Source: an optimization exercise on an open RTL-to-GDS flow (aim: small area, a short achievable clock period and few clock cycles per item). Production flows keep margins and buffers that such runs may drop. Only simulation tests tie the RTL to the original design; equivalence was not proved. Power figures rest on the tool's default switching activity, not on a simulated workload.

<file path="flow/flow/map.abc">
strash
&get -n
&fraig -x
&put
scorr
dc2
strash
&get -n
&deepsyn -T 40
&put
strash
&get -n
&dch -f
&nf
&put
topo
stime -c
upsize -c
dnsize -c
</file>
<file path="flow/config.mk">
export PLATFORM = sky130hd
export DESIGN_NAME = tetris_game
export DESIGN_NICKNAME = tetris_game
export VERILOG_FILES = /design/flow/design.v
export SDC_FILE = /design/flow/constraint.sdc
export NUM_CORES = 4
export LEC_CHECK = 0
export CAP_MARGIN = 20
export CORE_MARGIN = 2
export CORE_UTILIZATION = 40
export SETUP_SLACK_MARGIN = 3
export SLEW_MARGIN = 20
</file>
<file path="flow/flow/run.sh">
#!/bin/bash
# Own flow: the standard layout with two changes.
#  - Yosys's ABC step maps with flow/map.abc (deep AIG resynthesis, then an area-oriented mapping;
#    sizing is left to OpenROAD's repair) in place of ORFS's speed script.
#    Everything else, registers included, is the standard synthesis script.
#  - Port buffers are sky130_fd_sc_hd__buf_1 cells (every port still gets one).
set -euo pipefail
W=$(pwd)
cat > "$W/own_synth.tcl" <<EOT
proc abc {args} {
  set i [lsearch -exact \$args -script]
  if {\$i >= 0} { set args [lreplace \$args \$i [expr {\$i + 1}] -script $W/flow/map.abc] }
  yosys abc {*}\$args
}
source $W/synth_recipe.tcl
EOT
sed "s#$W/synth_recipe.tcl#$W/own_synth.tcl#g" standard.sh > own_standard.sh
grep -q own_synth.tcl own_standard.sh
bash own_standard.sh "BUFFER_PORTS_ARGS=-buffer_cell sky130_fd_sc_hd__buf_1" finish > "$W/flow.log" 2>&1
</file>
<file path="flow/standard.sh">
#!/bin/bash
# synth_recipe.tcl (not shown) runs the flow's synth.tcl, then flattens the netlist and writes it again
# the make line also repeats each setting of config.mk as NAME=value (left out here)
make -C /OpenROAD-flow-scripts/flow DESIGN_CONFIG=/design/flow/config.mk WORK_HOME=/design/flow/orfs CLKGATE_MAP_FILE= SYNTH_SCRIPT=/design/flow/synth_recipe.tcl "${@:-finish}"
</file>
<file path="flow/design.v">
`timescale 1ns/1ps
`default_nettype none
module tetris_game (
	input logic clk,
	input logic rst_n,
	input logic in_valid,
	input logic [2:0] tetromino,
	input logic [2:0] position,
	output logic score_valid,
	output logic tetris_valid,
	output logic [3:0] score,
	output logic fail,
	output logic [71:0] tetris
);
	localparam int COLS = 6;
	localparam int VIS = 12;
	localparam int ROWS = 16;
	logic [VIS*COLS-1:0] board_n;   
	logic [3:0] score_q;
	logic [3:0] cnt_q;
	logic clr_q;    
	logic vld_q;
	logic idle_q;   
	logic fail_q;
	function automatic logic [3:0] col_mask(input logic [2:0] s, input logic [2:0] c);
		col_mask = 4'b0000;
		case (s)
			3'd0: if (c < 3'd2) col_mask = 4'b0011;
			3'd1: if (c == 3'd0) col_mask = 4'b1111;
			3'd2: if (c < 3'd4) col_mask = 4'b0001;
			3'd3: if (c == 3'd0) col_mask = 4'b0100;
			      else if (c == 3'd1) col_mask = 4'b0111;
			3'd4: if (c == 3'd0) col_mask = 4'b0011;
			      else if (c < 3'd3) col_mask = 4'b0010;
			3'd5: if (c == 3'd0) col_mask = 4'b0111;
			      else if (c == 3'd1) col_mask = 4'b0001;
			3'd6: if (c == 3'd0) col_mask = 4'b0110;
			      else if (c == 3'd1) col_mask = 4'b0011;
			default: if (c == 3'd0) col_mask = 4'b0001;
			      else if (c == 3'd1) col_mask = 4'b0011;
			      else if (c == 3'd2) col_mask = 4'b0010;
		endcase
	endfunction
	logic [VIS*COLS-1:0] be;
	logic [4*COLS-1:0] pm;          
	logic [3*COLS-1:0] bsel;        
	logic [16*COLS-1:0] th;         
	logic [16:0] mgt;               
	logic [1:0] ptop;               
	logic [13:1] bhot;              
	logic [ROWS*COLS-1:0] nb;       
	logic [ROWS:1] full;
	logic [5*(ROWS+1)-1:0] ct;
	logic [5*(ROWS+4)-1:0] pc;
	logic [4:0] tot;
	logic f0, f1, f2, f3;
	logic [VIS*COLS-1:0] outr;      
	logic [2:0] cleared;
	logic [3:0] score_e, cnt_e;
	logic fail_new, game_end;
	always_comb begin
		be = clr_q ? '0 : ~board_n;
		score_e = clr_q ? 4'd0 : score_q;
		cnt_e = clr_q ? 4'd0 : cnt_q;
		pm = '0;
		for (int q = 0; q < COLS; q++)
			if (position == 3'(q))
				for (int j = q; j < COLS; j++)
					pm[j*4 +: 4] = col_mask(tetromino, 3'(j - q));
		for (int j = 0; j < COLS; j++) begin
			bsel[j*3 + 0] = pm[j*4 + 0];
			bsel[j*3 + 1] = pm[j*4 + 1] && !pm[j*4 + 0];
			bsel[j*3 + 2] = pm[j*4 + 2] && !pm[j*4 + 1] && !pm[j*4 + 0];
		end
		case (tetromino)
			3'd0, 3'd4, 3'd7: ptop = 2'd1;
			3'd1: ptop = 2'd3;
			3'd2: ptop = 2'd0;
			default: ptop = 2'd2;
		endcase
		th = '0;
		for (int j = 0; j < COLS; j++) begin
			th[j*16] = 1'b1;
			for (int r = VIS; r >= 1; r--)
				th[j*16 + r] = th[j*16 + r + 1] | be[(r-1)*COLS + j];
		end
		mgt = '0;
		for (int k = 0; k <= VIS; k++)
			for (int j = 0; j < COLS; j++)
				for (int b = 0; b < 3; b++)
					mgt[k] = mgt[k] | (bsel[j*3 + b] & th[j*16 + k + b]);
		for (int k = 1; k <= 13; k++)
			bhot[k] = in_valid & mgt[k-1] & !mgt[k];
		for (int r = 1; r <= ROWS; r++)
			for (int j = 0; j < COLS; j++) begin
				nb[(r-1)*COLS + j] = (r <= VIS) ? be[(r-1)*COLS + j] : 1'b0;
				for (int o = 0; o < 4; o++)
					if (r - o >= 1 && r - o <= 13)
						nb[(r-1)*COLS + j] = nb[(r-1)*COLS + j] | (bhot[r-o] & pm[j*4 + o]);
			end
		for (int r = 1; r <= ROWS; r++)
			full[r] = &nb[(r-1)*COLS +: COLS];
		for (int r = 1; r <= ROWS + 3; r++) begin
			f0 = (r <= ROWS) ? full[r] : 1'b0;
			f1 = (r - 1 >= 1 && r - 1 <= ROWS) ? full[r-1] : 1'b0;
			f2 = (r - 2 >= 1 && r - 2 <= ROWS) ? full[r-2] : 1'b0;
			f3 = (r - 3 >= 1 && r - 3 <= ROWS) ? full[r-3] : 1'b0;
			pc[r*5 + 0] = 1'b1;
			pc[r*5 + 1] = f0 | f1 | f2 | f3;
			pc[r*5 + 2] = (f0 & (f1 | f2 | f3)) | (f1 & (f2 | f3)) | (f2 & f3);
			pc[r*5 + 3] = (f0 & f1 & (f2 | f3)) | (f2 & f3 & (f0 | f1));
			pc[r*5 + 4] = f0 & f1 & f2 & f3;
		end
		tot = 5'b00001;
		for (int k = 1; k <= 13; k++)
			tot = tot | (bhot[k] ? pc[(k+3)*5 +: 5] : 5'b0);
		ct = '0;
		for (int r = 1; r <= ROWS; r++)
			ct[r*5 +: 5] = (r >= 4 && !mgt[r-3]) ? tot : pc[r*5 +: 5];
		cleared = {tot[4], tot[2] & !tot[4], (tot[1] & !tot[2]) | (tot[3] & !tot[4])};
		outr = '0;
		for (int d = 1; d <= VIS; d++)
			for (int k = 0; k <= 4; k++)
				if (!full[d+k] && ct[(d+k)*5 + k] && (k == 4 || !ct[(d+k)*5 + k + 1]))
					outr[(d-1)*COLS +: COLS] = outr[(d-1)*COLS +: COLS] | nb[(d+k-1)*COLS +: COLS];
		fail_new = 1'b0;
		for (int t = 0; t <= 4; t++)
			for (int p = 0; p < 4; p++)
				if (tot[t] && (t == 4 || !tot[t+1]) && ptop == 2'(p))
					fail_new = mgt[12 + t - p] & in_valid;
		game_end = fail_new || cnt_e == 4'd15;
	end
	always_ff @(posedge clk) begin
		for (int d = 1; d <= VIS; d++)
			board_n[(d-1)*COLS +: COLS] <= ~outr[(d-1)*COLS +: COLS];
		case (1'b1)
			tot[4]: score_q <= score_e + 4'd4;
			tot[3]: score_q <= score_e + 4'd3;
			tot[2]: score_q <= score_e + 4'd2;
			tot[1]: score_q <= score_e + 4'd1;
			default: score_q <= score_e;
		endcase
		cnt_q <= cnt_e + {3'b000, in_valid};
	end
	always_ff @(posedge clk or negedge rst_n) begin
		if (!rst_n) begin
			clr_q <= 1'b1;
			vld_q <= 1'b0;
			idle_q <= 1'b1;
			fail_q <= 1'b0;
		end else begin
			if (in_valid)
				clr_q <= game_end;
			vld_q <= in_valid;
			idle_q <= !in_valid;
			fail_q <= fail_new;
		end
	end
	assign score_valid = vld_q;
	assign tetris_valid = vld_q;
	assign score = score_q & {4{vld_q}};
	assign fail = fail_q;
	assign tetris = ~(board_n | {72{idle_q}});
endmodule
`default_nettype wire
</file>
<file path="flow/constraint.sdc">
create_clock -name core_clock -period 11.0 [get_ports {clk}]
set_input_delay 2.2000 -clock core_clock [delete_from_list [all_inputs] [get_ports {clk}]]
set_output_delay 2.2000 -clock core_clock [all_outputs]
set_load 0.01 [all_outputs]
</file>
==> key figures <==
Status
  – Outcome: timing/DRC/antenna clean

Yosys
  – Syn_nets: 1427
  – Distinct cell type count after synthesis: 107
  – Post-Synthesis Cell Area: 0.01021 sq mm
  – Post-synthesis async set-or-reset flop share: 4.762%
  – Seq/Total Area, Yosys: 16.69%
  – Mapped Avg Cell Area: 7.238 sq um
  – Synth Instances: 1411
  – Number of flops mapped to enable cells by yosys: 0
  – Syn. warnings: 8
  – Seq cells post-synth: 84
  – Top_reg_cell synth: dfxtp_1

Cells and area
  – Area delta synth->final: 32.01%
  – Final Instance Area: 0.01348 sq mm
  – NumNets Final: 1657
  – Commonest non-fill, non-tap cell in the layout: nor2_1
  – Area of the multi-input gates: 0.009575 sq mm
  – Ant diodes: 0
  – Non-filler instance count after layout: 1976
  – Filler instances: 2499
  – Most frequent cells in the layout: nor2_1, nand2_1, buf_4
  – FF/Latch Area: 0.001708 sq mm
  – Share of layout cells above drive strength 1: 21.14%

Drt
  – Max Used Layer: met4
  – DRC violations left: 0
  – Initial detailed-routing violation count: 3975
  – WL final: 65.31 mm
  – Met1 WL: 23.73 mm
  – Vias per std cell: 8.010
  – Post-route ant nets: 0
  – Wire length on met2: 24.89 mm
  – Vias post-DR: 15830
  – Routed wire per std cell: 33.05 microns
  – Met3 routed wirelength: 11.77 mm
  – First-pass DRT Iterations: 14

Placement
  – Dpl cells: 1883
  – IO Port Bufs: 87
  – Post-Place Setup Slack: 0.6299 ns
  – Detailed Place HPWL: 45.86 mm
  – Dpl cell area: 0.01142 sq mm
  – Routability Congestion: 1.034

Timing
  – Fmax: 0.1251 GHz
  – Min Hold Slack: 0.4944 ns
  – Final Setup Violations: 0
  – Final Max Slew Viols: 0
  – Crit path time final: 7.993 ns
  – Post-Route Skew: 0.01303 ns
  – Slew margin rel.: 26.25%
  – Measured slew at the worst slew-check pin: 1.102 ns
  – Final period utilization: 72.66%
  – Final worst-path setup slack: 3.007 ns
  – Endpoints failing hold: 0
  – RSZ-0062 raised after global routing: no
  – Setup TNS: 0 ns

Pwr
  – Power density over the cells: 277.1 mW/mm^2
  – Maximum VDD drop: 0.0001941 V
  – Pleak: 4.580 nW

Floorplanning
  – Initial Util: 40.67%
  – Die area: 0.02683 sq mm
  – FP Rows: 58
  – Die width: 163.8 microns
  – Area of the core: 0.02511 sq mm
  – Die H: 163.8 microns
  – I/O Pins: 88

Critical path
  – Critical path type: primary input to register
  – Worst Setup End Kind: register
  – Data required, critical path: 11.25 ns
  – Worst path arrival time: 8.25 ns
  – Setup crit start kind: primary input
  – Crit path max fanout: 13

Global route
  – Vias in the first global route: 14140
  – Total gr overflow: 0
  – Global-route wire length before repair: 91.76 mm
  – Gr usage total: 46.18%
  – Initial antenna violation count: 2
  – Largest net degree at the start of global routing: 66

Clock network
  – Root buffer cell: clkbuf_16
  – CTS Buffer Depth: 2
  – Maximum level of the CTS H-tree: 3
  – CTS tree: built
  – Num CTS Buffers: 9
  – Worst-Skew Late Latency: 0.37 ns
  – Worst-path clk slew: 0.07 ns
  – # clock sinks: 84

Worst hold path
  – Hold Path Class: register to register

Flow run
  – Maxcap violations: 0
[critical path, stage by stage]
cell and delay (ns):
buf_2 0.20, nor3b_4 0.23, o21ai_0 0.45, and3_1 0.78, a2bb2oi_1 0.21, nand4_1 0.13, or3_4 0.45, nand2_1 0.34
o22ai_1 0.22, a2111oi_4 0.47, or4_4 0.33, nand2_2 0.18, a211oi_4 0.33, o211ai_1 0.20, a2111oi_4 0.40, nand3_2 0.10
buf_4 0.19, a21o_1 0.17, nor3b_2 0.14, buf_4 0.17, a221oi_1 0.32
[cell families (layout without fill, tap and decap cells)]
kind of cell,count (synthesis),count (layout),synth area share [%]
fa+ha+maj,8,8,1.029
xor+xnor,7,7,0.6004
compound gates,589,590,45.43
buf+inv,40,270,1.507
simple gates,673,677,33.74
mux,10,10,1.005
flops,84,84,16.69
[cell usage after synthesis, types with 17 or more instances]
master	instances	area, sq um
nand2_1	152	570.6
or4_1	20	150.1
o2111ai_1	17	148.9
nand4_1	20	125.1
a21oi_1	51	255.2
nor3_1	46	230.2
nand3_1	46	230.2
a22oi_1	43	322.8
nor2_1	223	837.1
clkinv_1	39	146.4
or2_0	18	112.6
a222oi_1	25	250.2
o21ai_0	67	335.3
o211ai_1	35	262.8
a221o_1	35	350.3
a211oi_1	19	142.6
o22ai_1	52	325.3
nor4_1	18	112.6
dfxtp_1	80	1602
a221oi_1	82	718.2
[area by class of cell]
cell class / count / area share [%]
Timing Repair Buffer: 215 / 10.04
Inverter: 39 / 1.086
Clock inverter: 5 / 0.3155
Sequential cell: 84 / 12.67
Clock buffer: 11 / 1.800
Multi-Input combinational cell: 1292 / 71.03
Tap cell: 330 / 3.063
[flip-flops by register name (all words and copies together), names as in the netlist]
register / count
board_n: 72
cnt_q: 4
score_q: 4
clr_q: 1
fail_q: 1
idle_q: 1
vld_q: 1
[stage by stage]
stage / utilization (%) / total power [mW]
2_1_floorplan: - / 1.870
3_3_place_gp: 45.43 / 2.793
3_5_place_dp: 45.49 / 2.765
4_1_cts: 49.45 / 3.236
5_1_grt: 53.69 / 3.787
6_report: 53.69 / 3.736
[final timing paths]
check | start | to | slack, ns | cells past startpoint
worst min register to register | cnt_q[2]$_DFF_P_ | cnt_q[2]$_DFF_P_ | 0.49 | 2
worst max-delay path | position[0] | board_n[42]$_DFF_P_ | 3.01 | 21
worst min-delay path | cnt_q[2]$_DFF_P_ | cnt_q[2]$_DFF_P_ | 0.49 | 2
max in group asynchronous | rst_n | idle_q$_DFF_PN1_ | 9.11 | 1
min in group asynchronous | rst_n | vld_q$_DFF_PN0_ | 1.64 | 1
worst max register to register | clr_q$_DFFE_PN1P_ | board_n[51]$_DFF_P_ | 3.17 | 20
[what timing repair did]
item / CTS / global route
setup endpoints to repair: 78 / 72
gates resized for setup: 112 / 128
hold buffers: 0 / 0
cloned: 2 / 3
pin swaps: 16 / 34
setup buffers: 26 / 46
[power breakdown]
group / switching [mW] / internal [mW] / leakage [nW]
clock network: 0.150 / 0.162 / 0.137
logic: 1.92 / 0.923 / 3.74
registers: 0.172 / 0.405 / 0.704
total: 2.25 / 1.49 / 4.58
[layer usage]
| metal | track usage [%] | vias to the layer above |
|---|---|---|
| met4 | 25.80 | 0 |
| met3 | 17.95 | 473 |
| met5 | 0 | - |
| met1 | 61.37 | 7253 |
| met2 | 63.10 | 1713 |
| li1 | - | 6388 |
Testbench counts, summed over its fixed seeds: cycles 3,208, pieces 3,200.

## separate check: timing with driven ports
How much do the figures lean on ideal ports? The routed layout below was timed once more, with nothing changed but the port constraints.
Step 1, drivers: a clkbuf_16 drives clk and a buf_2 each remaining input, both assumed.
Step 2 moves the port delays by t, midway between the first and last clock arrival at a register: inputs arrive t later, outputs are due t later. That takes back most of the time a late clock gives input paths.
a / b / c = ideal / step 1 / step 2; a / b = the first two.
shift t [ns]: 0.412
setup WS [ns]: 3.007 / 3.041 / 2.629
cell pins on the clock port's net: 1
After both steps this run still meets setup and hold. For this run, drivers alone change the setup slack by +0.034 ns; drivers and shift together by -0.378 ns.
